Context: an optimization exercise on an open-source flow, tuned for a short achievable clock period and few clock cycles per item. The choices shown serve that exercise and are no tape-out recipe. For this run, only the layout was checked, not whether the RTL still works. Power figures rest on the tool's default switching activity, not on a simulated workload.

--- flow/config.mk ---
export PLATFORM = sky130hd
export DESIGN_NAME = neighbor_sort_by_degree
export DESIGN_NICKNAME = neighbor_sort_by_degree
export VERILOG_FILES = /design/flow/design.v
export SDC_FILE = /design/flow/constraint.sdc
export NUM_CORES = 4
export LEC_CHECK = 0
export CAP_MARGIN = 20
export CORE_MARGIN = 2
export CORE_UTILIZATION = 55
export CTS_CLUSTER_DIAMETER = 60
export CTS_CLUSTER_SIZE = 30
export SETUP_SLACK_MARGIN = 3.5
export SLEW_MARGIN = 20
export TNS_END_PERCENT = 10
--- flow/constraint.sdc ---
create_clock -name core_clock -period 6.0 [get_ports {clk}]
set_input_delay 1.2000 -clock core_clock [delete_from_list [all_inputs] [get_ports {clk}]]
set_output_delay 1.2000 -clock core_clock [all_outputs]
set_load 0.01 [all_outputs]
--- flow/design.v ---
`timescale 1ns / 1ps
package nsbd_pkg;
	localparam int unsigned IdW  = 32;
	localparam int unsigned DegW = 32;
	typedef logic [IdW-1:0]  id_t;
	typedef logic [DegW-1:0] deg_t;
	typedef struct packed {
		id_t  id;
		deg_t degree;
	} pair_t;
	typedef struct packed {
		logic  ins;       
		logic  shl;       
		pair_t new_pair;
	} cell_ctrl_t;
endpackage
`timescale 1ns / 1ps
module nsbd_cell (
	input  logic                                  clk,
	input  logic                                  ins,
	input  logic                                  take,
	input  logic                                  left_take,
	input  logic [nsbd_pkg::IdW+nsbd_pkg::DegW-1:0] left_pair,
	input  logic [nsbd_pkg::IdW+nsbd_pkg::DegW-1:0] new_pair,
	output logic [nsbd_pkg::IdW+nsbd_pkg::DegW-1:0] pair
);
	always_ff @(posedge clk) begin
		if (ins && take) begin
			pair <= left_take ? left_pair : new_pair;
		end
	end
endmodule
`timescale 1ns / 1ps
module neighbor_sort_by_degree #(
	parameter int unsigned MAX_ENTRIES = 32,
	parameter int unsigned NBANK       = 3
) (
	input  logic        clk,
	input  logic        arst_n,
	input  logic        nbr_valid,
	output logic        nbr_ready,
	input  logic [31:0] nbr_vertex_id,
	input  logic [31:0] nbr_degree,
	input  logic        nbr_last,
	output logic        sorted_valid,
	input  logic        sorted_ready,
	output logic [31:0] sorted_id,
	output logic [31:0] sorted_degree,
	output logic        sorted_end_of_list,
	output logic        sorted_overflow
);
	localparam int unsigned D    = MAX_ENTRIES;
	localparam int unsigned DW   = nsbd_pkg::IdW + nsbd_pkg::DegW;
	localparam int unsigned BW   = (NBANK > 1) ? $clog2(NBANK) : 1;
	localparam int unsigned TW   = $clog2(NBANK + 2);
	logic          ready_q;
	logic          in_v_q;
	logic [31:0]   in_id_q;
	logic [31:0]   in_deg_q;
	logic          in_last_q;
	logic          acc;
	logic          acc_last;
	assign acc      = nbr_valid && ready_q;
	assign acc_last = acc && nbr_last;
	always_ff @(posedge clk) begin
		in_id_q   <= nbr_vertex_id;
		in_deg_q  <= nbr_degree;
		in_last_q <= nbr_last;
	end
	logic [D*DW-1:0] s_pair;       
	logic [D-1:0]    s_val;        
	logic            s_ovf_q;      
	logic            done_q;       
	logic            s2_v;
	logic [31:0]     s2_id;
	logic [31:0]     s2_deg;
	logic            s2_last;
	logic [D-1:0]    s2_ge;        
	logic            full_eff;
	logic            ins;
	logic            copy;
	logic [D-1:0]    take;
	logic [D-1:0]    c;
	logic            e;
	logic [D-1:0]    ge_n;
	assign full_eff = s_val[D-1] && !done_q;
	assign ins      = s2_v && !full_eff;
	assign take     = ~s2_ge;
	for (genvar i = 0; i < D; i++) begin : g_cmp
		assign c[i] = s_val[i] && !done_q && (s_pair[i*DW +: 32] >= in_deg_q);
	end
	assign e = (s2_deg >= in_deg_q);
	always_comb begin
		if (s2_v && s2_last) begin
			ge_n = '0;                
		end else if (ins) begin
			for (int i = 0; i < D; i++) begin
				if (i > 0 && take[i-1])  ge_n[i] = c[i-1];
				else if (take[i])        ge_n[i] = e;
				else                     ge_n[i] = c[i];
			end
		end else begin
			ge_n = c;
		end
	end
	always_ff @(posedge clk) begin
		s2_id   <= in_id_q;
		s2_deg  <= in_deg_q;
		s2_last <= in_last_q;
		s2_ge   <= ge_n;
	end
	for (genvar i = 0; i < D; i++) begin : g_cell
		logic          left_take;
		logic [DW-1:0] left_pair;
		if (i == 0) begin : g_head
			assign left_take = 1'b0;
			assign left_pair = '0;
		end else begin : g_body
			assign left_take = take[i-1];
			assign left_pair = s_pair[(i-1)*DW +: DW];
		end
		nsbd_cell u_cell (
			.clk       (clk),
			.ins       (ins),
			.take      (take[i]),
			.left_take (left_take),
			.left_pair (left_pair),
			.new_pair  ({s2_id, s2_deg}),
			.pair      (s_pair[i*DW +: DW])
		);
	end
	logic [NBANK*D-1:0]      d_val;     
	logic [NBANK*D-1:0]      d_val_n;
	logic [NBANK-1:0]        d_ovf;
	logic [NBANK*DW-1:0]     d_head;    
	logic [D-1:0]            rd_val;    
	logic [BW-1:0]           wp_q;
	logic [BW-1:0]           rp_q;
	logic [BW-1:0]           wp_n;
	logic [BW-1:0]           rp_n;
	logic [NBANK-1:0]        ld_q;      
	logic [NBANK-1:0]        sh_q;      
	logic                    advance;
	logic                    fin;
	logic                    done_n;
	logic [DW+1:0]           hd;        
	logic                    out_v;
	logic                    skid_v;
	logic                    skid_v_n;
	logic [DW+1:0]           out_q;
	logic [DW+1:0]           skid_q;
	assign rd_val  = d_val[rp_q*D +: D];
	assign copy    = |ld_q;
	assign advance = |sh_q;
	assign fin     = advance && !rd_val[1];
	assign hd      = {!rd_val[1], d_ovf[rp_q], d_head[rp_q*DW +: DW]};
	assign wp_n     = !copy ? wp_q : (wp_q == BW'(NBANK - 1)) ? '0 : wp_q + BW'(1);
	assign rp_n     = !fin  ? rp_q : (rp_q == BW'(NBANK - 1)) ? '0 : rp_q + BW'(1);
	assign done_n   = copy ? (s2_v && s2_last) : (done_q || (s2_v && s2_last));
	assign skid_v_n = out_v && !sorted_ready && (skid_v || advance);
	for (genvar k = 0; k < NBANK; k++) begin : g_bank
		logic [D*DW-1:0] pair;
		logic [D-1:0]    val;
		logic [D-1:0]    val_n;
		logic            ovf;
		assign d_head[k*DW +: DW] = pair[DW-1:0];
		assign d_val[k*D +: D]    = val;
		assign d_ovf[k]           = ovf;
		assign val_n = ld_q[k] ? s_val : sh_q[k] ? {1'b0, val[D-1:1]} : val;
		always_ff @(posedge clk) begin
			if (ld_q[k]) begin
				pair <= s_pair;
				ovf  <= s_ovf_q;
			end else if (sh_q[k]) begin
				pair <= {{DW{1'b0}}, pair[D*DW-1:DW]};
			end
		end
		always_ff @(posedge clk or negedge arst_n) begin
			if (!arst_n) begin
				val     <= '0;
				ld_q[k] <= 1'b0;
				sh_q[k] <= 1'b0;
			end else begin
				val     <= val_n;
				ld_q[k] <= done_n && !val_n[0] && (wp_n == BW'(k));
				sh_q[k] <= val_n[0] && !skid_v_n && (rp_n == BW'(k));
			end
		end
	end
	logic [TW-1:0] tot_q;    
	logic [TW-1:0] tot_n;
	assign tot_n = tot_q + TW'(acc_last) - TW'(fin);
	always_ff @(posedge clk or negedge arst_n) begin
		if (!arst_n) begin
			ready_q <= 1'b0;
			in_v_q  <= 1'b0;
			s2_v    <= 1'b0;
			s_val   <= '0;
			s_ovf_q <= 1'b0;
			done_q  <= 1'b0;
			tot_q   <= '0;
			wp_q    <= '0;
			rp_q    <= '0;
		end else begin
			ready_q <= (tot_n <= TW'(NBANK));
			in_v_q  <= acc;
			s2_v    <= in_v_q;
			tot_q   <= tot_n;
			done_q  <= done_n;
			wp_q    <= wp_n;
			rp_q    <= rp_n;
			if (copy) begin
				s_val   <= {{(D-1){1'b0}}, ins};
				s_ovf_q <= 1'b0;
			end else begin
				if (ins) begin
					s_val <= {s_val[D-2:0], 1'b1};
				end
				if (s2_v && full_eff) begin
					s_ovf_q <= 1'b1;
				end
			end
		end
	end
	always_ff @(posedge clk or negedge arst_n) begin
		if (!arst_n) begin
			out_v  <= 1'b0;
			skid_v <= 1'b0;
		end else begin
			if (!out_v || sorted_ready) begin
				out_v  <= skid_v || advance;
			end
			skid_v <= skid_v_n;
		end
	end
	always_ff @(posedge clk) begin
		if (!out_v || sorted_ready) begin
			out_q <= skid_v ? skid_q : hd;
		end
		if (out_v && !sorted_ready && advance) begin
			skid_q <= hd;
		end
	end
	assign nbr_ready          = ready_q;
	assign sorted_valid       = out_v;
	assign sorted_end_of_list = out_q[DW+1];
	assign sorted_overflow    = out_q[DW];
	assign sorted_id          = out_q[DW-1:32];
	assign sorted_degree      = out_q[31:0];
endmodule
--- flow/run.sh ---
#!/bin/bash
# synth_recipe.tcl (not shown) runs the flow's synth.tcl, then flattens the netlist and writes it again
# the make line also repeats each setting of config.mk as NAME=value (left out here)
make -C /OpenROAD-flow-scripts/flow DESIGN_CONFIG=/design/flow/config.mk WORK_HOME=/design/flow/orfs CLKGATE_MAP_FILE= SYNTH_SCRIPT=/design/flow/synth_recipe.tcl finish
==> metrics.csv <==
metric,value,unit
IO buf count,136,
DRT antenna net count,1,
DR vias,191000,
fin crit share,50.2,%
Post-synth EDFFs,8327,
Wirelength per Cell,30.1,µm
main flop type after synthesis,edfxtp_1,
Setup CP Type,flop to flop,
register area,257000,µm²
WP buf/inv,3,
first-pass GRT wire length,1410000,µm
I/O pin total,137,
status,failed layout checks,
Core Area,689000,µm²
GRT overflow,0,
most frequent cells in the layout,"edfxtp_1 (8327), mux2_2 (7972), ha_1 (1036)",
max cap viols,0,
fin. max-slew vios,0,
die width,835,µm
final hold violation count,0,
Post-Syn Instances,21500,
sw frac,31.3,%
Worst Path Max Fanout,22,
Clock Skew,0.0540,ns
drt pass-1 iters,6,
die area,698000,µm²
final wirelength,953000,µm
Via density,6.02,
Synth async-reset ratio,1.71,%
Root Driver,clkbuf_16,
Max VDD drop,0.000538,V
DP Worst Slack,2.04,ns
worst hold slack,0.330,ns
Critical Path AT,4.10,ns
synthesized net count,22700,
clock-pin slew on the worst setup and hold paths,0.08,ns
Clk network pwr share,21.0,%
crit path from,in_deg_q[23],
Sw Pwr,0.0688,W
Yosys reg bits,8637,
CP cell instances,clkinv_8 -> buf_4 -> buf_12 -> ha_1 -> nand4_1 -> nor4_2 -> nor4b_4 -> a211oi_2 -> or3b_1 -> nor3_2 -> o31a_1,
Final #Nets,23000,
initial antenna violation count,27,
largest delay contributor family on the critical path,simple AND/OR/NAND/NOR gates,
min-delay src,in_id_q[7],
post-synthesis sequential area ratio,67.6,%
clock buffer count from CTS,626,
DRT iter0 DRCs,19700,
P_int,0.151,W
multi-input logic area,120000,µm²
metal3 WL,50300,µm
pwr/cell area,521,nW/µm²
highest clock rate,0.332,GHz
CTS max path bufs,4,
yosys warns,4,
largest net degree at the start of global routing,126,
row count,305,
P&R area growth vs syn,11.0,%
worst hold path type,flop to flop,
Leakage,140,nW
Skew-Pair Late Insertion Delay,1.16,ns
Slew headroom,24.4,%
met2 WL,403000,µm
number of global-route vias before repair,192000,
Total Neg Setup Slack,0,ns
Final min period,3.01,ns
Least-Margin Pin Slew,1.13,ns
Detailed Place HPWL,576000,µm
layout cell share with drive strength beyond 1,45.8,%
kind of launch point of the worst setup path,flop,
DRC violations left,0,
Reg power frac,49.5,%
"commonest non-fill, non-tap cell in the layout",edfxtp_1,
Initial Utilization,55.1,%
Clock H-tree levels,6,
RePlAce Congestion,0.863,
RSZ-0062 raised after global routing,true,
# setup viols final,0,
Logic pwr share,29.4,%
Tot GR Track Use,26.7,%
crit end category,flop,
Clock Sinks,8637,
r2r startpoint,in_deg_q[23],
"slowest stage cell, crit path",or3b_1,
Highest Signal Layer,met4,
synthesized area per cell,17.6,µm²
met1 wire length,477000,µm
Unique masters post-synth,87,
CTS tree,done,
Filler cells,49800,
CP required,7.09,ns
SO Faults,antenna violations,
setup ws final,2.99,ns
die height,835,µm
"Largest stage delay, worst path",0.44,ns
"Cell Area, Synth",380000,µm²
[repair_timing]
item,in CTS,in global routing
hold endpoints to repair,37,0
pin swaps,99,57
gates resized for setup,770,124
cloned,21,13
buffers inserted,109,73
hold buffers,1,0
setup endpoints to repair,12100,6019
[metal layers]
layer,global-route usage (%),up-vias
li1,-,85300
met1,44.4,99200
met2,37.8,5373
met3,2.87,978
met4,5.73,0
met5,0,-
[registers in the layout, indices dropped and copies added (netlist names), 2 cells and up]
register / flops
s_val: 32
tot_q: 3
s2_deg: 32
out_q: 66
wp_q: 2
in_deg_q: 32
rp_q: 2
in_id_q: 32
g_bank.ovf: 3
sh_q: 3
skid_q: 66
g_bank.val: 96
s2_ge: 32
g_bank.pair: 6144
g_cell.u_cell.pair: 2048
ld_q: 3
s2_id: 32
[cells by family after synthesis]
kind of cell / Yosys count / share of synthesized area, %
xor+xnor: 2 / 0.00461
mux: 8134 / 24.0
simple gates: 1255 / 1.65
fa+ha+maj: 1059 / 3.49
buf+inv: 1278 / 1.31
compound gates: 1183 / 1.88
flops: 8637 / 67.6
[cell usage after synthesis (14+ instances only)]
library cell | n | share of area (%)
a2111oi_0 | 20 | 0.046
a211oi_1 | 58 | 0.11
a21o_1 | 157 | 0.31
a21oi_1 | 386 | 0.51
a221oi_1 | 21 | 0.048
and2_1 | 197 | 0.32
and4_1 | 24 | 0.055
buf_1 | 74 | 0.073
buf_2 | 137 | 0.18
clkbuf_1 | 976 | 0.96
dfrtp_1 | 148 | 0.97
dfxtp_1 | 162 | 0.85
edfxtp_1 | 8327 | 66
ha_1 | 1058 | 3.5
inv_1 | 88 | 0.087
mux2_2 | 7973 | 24
mux2i_1 | 161 | 0.42
nand2_1 | 479 | 0.47
nand2b_1 | 33 | 0.054
nand3_1 | 68 | 0.090
nand4_1 | 129 | 0.21
nor2_1 | 160 | 0.16
nor2b_1 | 21 | 0.035
nor3_1 | 58 | 0.076
nor3b_1 | 17 | 0.034
nor4_1 | 14 | 0.023
o211ai_1 | 21 | 0.041
o21ai_0 | 380 | 0.50
o31ai_1 | 17 | 0.034
[layout make-up]
class / instances / area share [%]
diodes: 29 / 0.0172
repair buffers: 911 / 2.57
well taps: 9210 / 2.73
inverters: 88 / 0.154
clock buffers: 698 / 3.93
multi-input cells: 11600 / 28.4
clock inverters: 472 / 1.27
flip-flops and latches: 8637 / 61.0
[final timing paths]
check                                 end  slack, ns  depth (start not counted)
worst max-delay path            s2_ge[22]       2.99                         11
worst min-delay path             s2_id[7]       0.33                          0
worst max register to register  s2_ge[22]       2.99                         11
worst min register to register   s2_id[7]       0.33                          0
max in group asynchronous         rp_q[0]       4.08                          3
min in group asynchronous         ready_q       0.60                          2
[power by group through the flow]
| stage | combinational, W | sequential [W] | clock [W] |
|---|---|---|---|
| 2_1_floorplan | 0.0331 | 0.0953 | 0 |
| 3_5_place_dp | 0.0627 | 0.110 | 0 |
| 5_1_grt | 0.0697 | 0.111 | 0.0492 |
| 6_report | 0.0646 | 0.109 | 0.0463 |
| 3_3_place_gp | 0.0625 | 0.110 | 0 |
| 4_1_cts | 0.0647 | 0.109 | 0.0471 |
[stage by stage]
step	cell area, µm²	utilization (%)	std cells	total power [W]
detailed placement	395000	57.3	30300	0.173
finish	422000	61.2	31700	0.220
CTS	421000	61.0	31600	0.221
floorplan	380000	-	21500	0.128
global placement	395000	57.3	30300	0.172
global route	422000	61.2	31700	0.230

[afterwards: timing with drivers on the ports]
The results above use ideal ports. As a check the final layout listed here was re-extracted and re-timed, cells and wires unchanged.
Step 1 assumes that a clkbuf_16 drives the clock port and a buf_2 every other input.
Step 2 adds t to the input delays and takes it off the output delays; t is the mean of the earliest and latest rising clock arrival at the registers after step 1. Input paths then give back, and output paths get back, about the clock's delay inside the block.
Three values: no drivers, after step 1, after step 2; two values: the first two.
shift t [ns]: 1.273
setup WS [ns]: 2.989 / 2.948 / 2.806
worst setup path at the end: input to register
pins driven straight from the clock port: 1
The setup slack of this run moves by -0.041 ns with the drivers and by -0.183 ns with both steps.
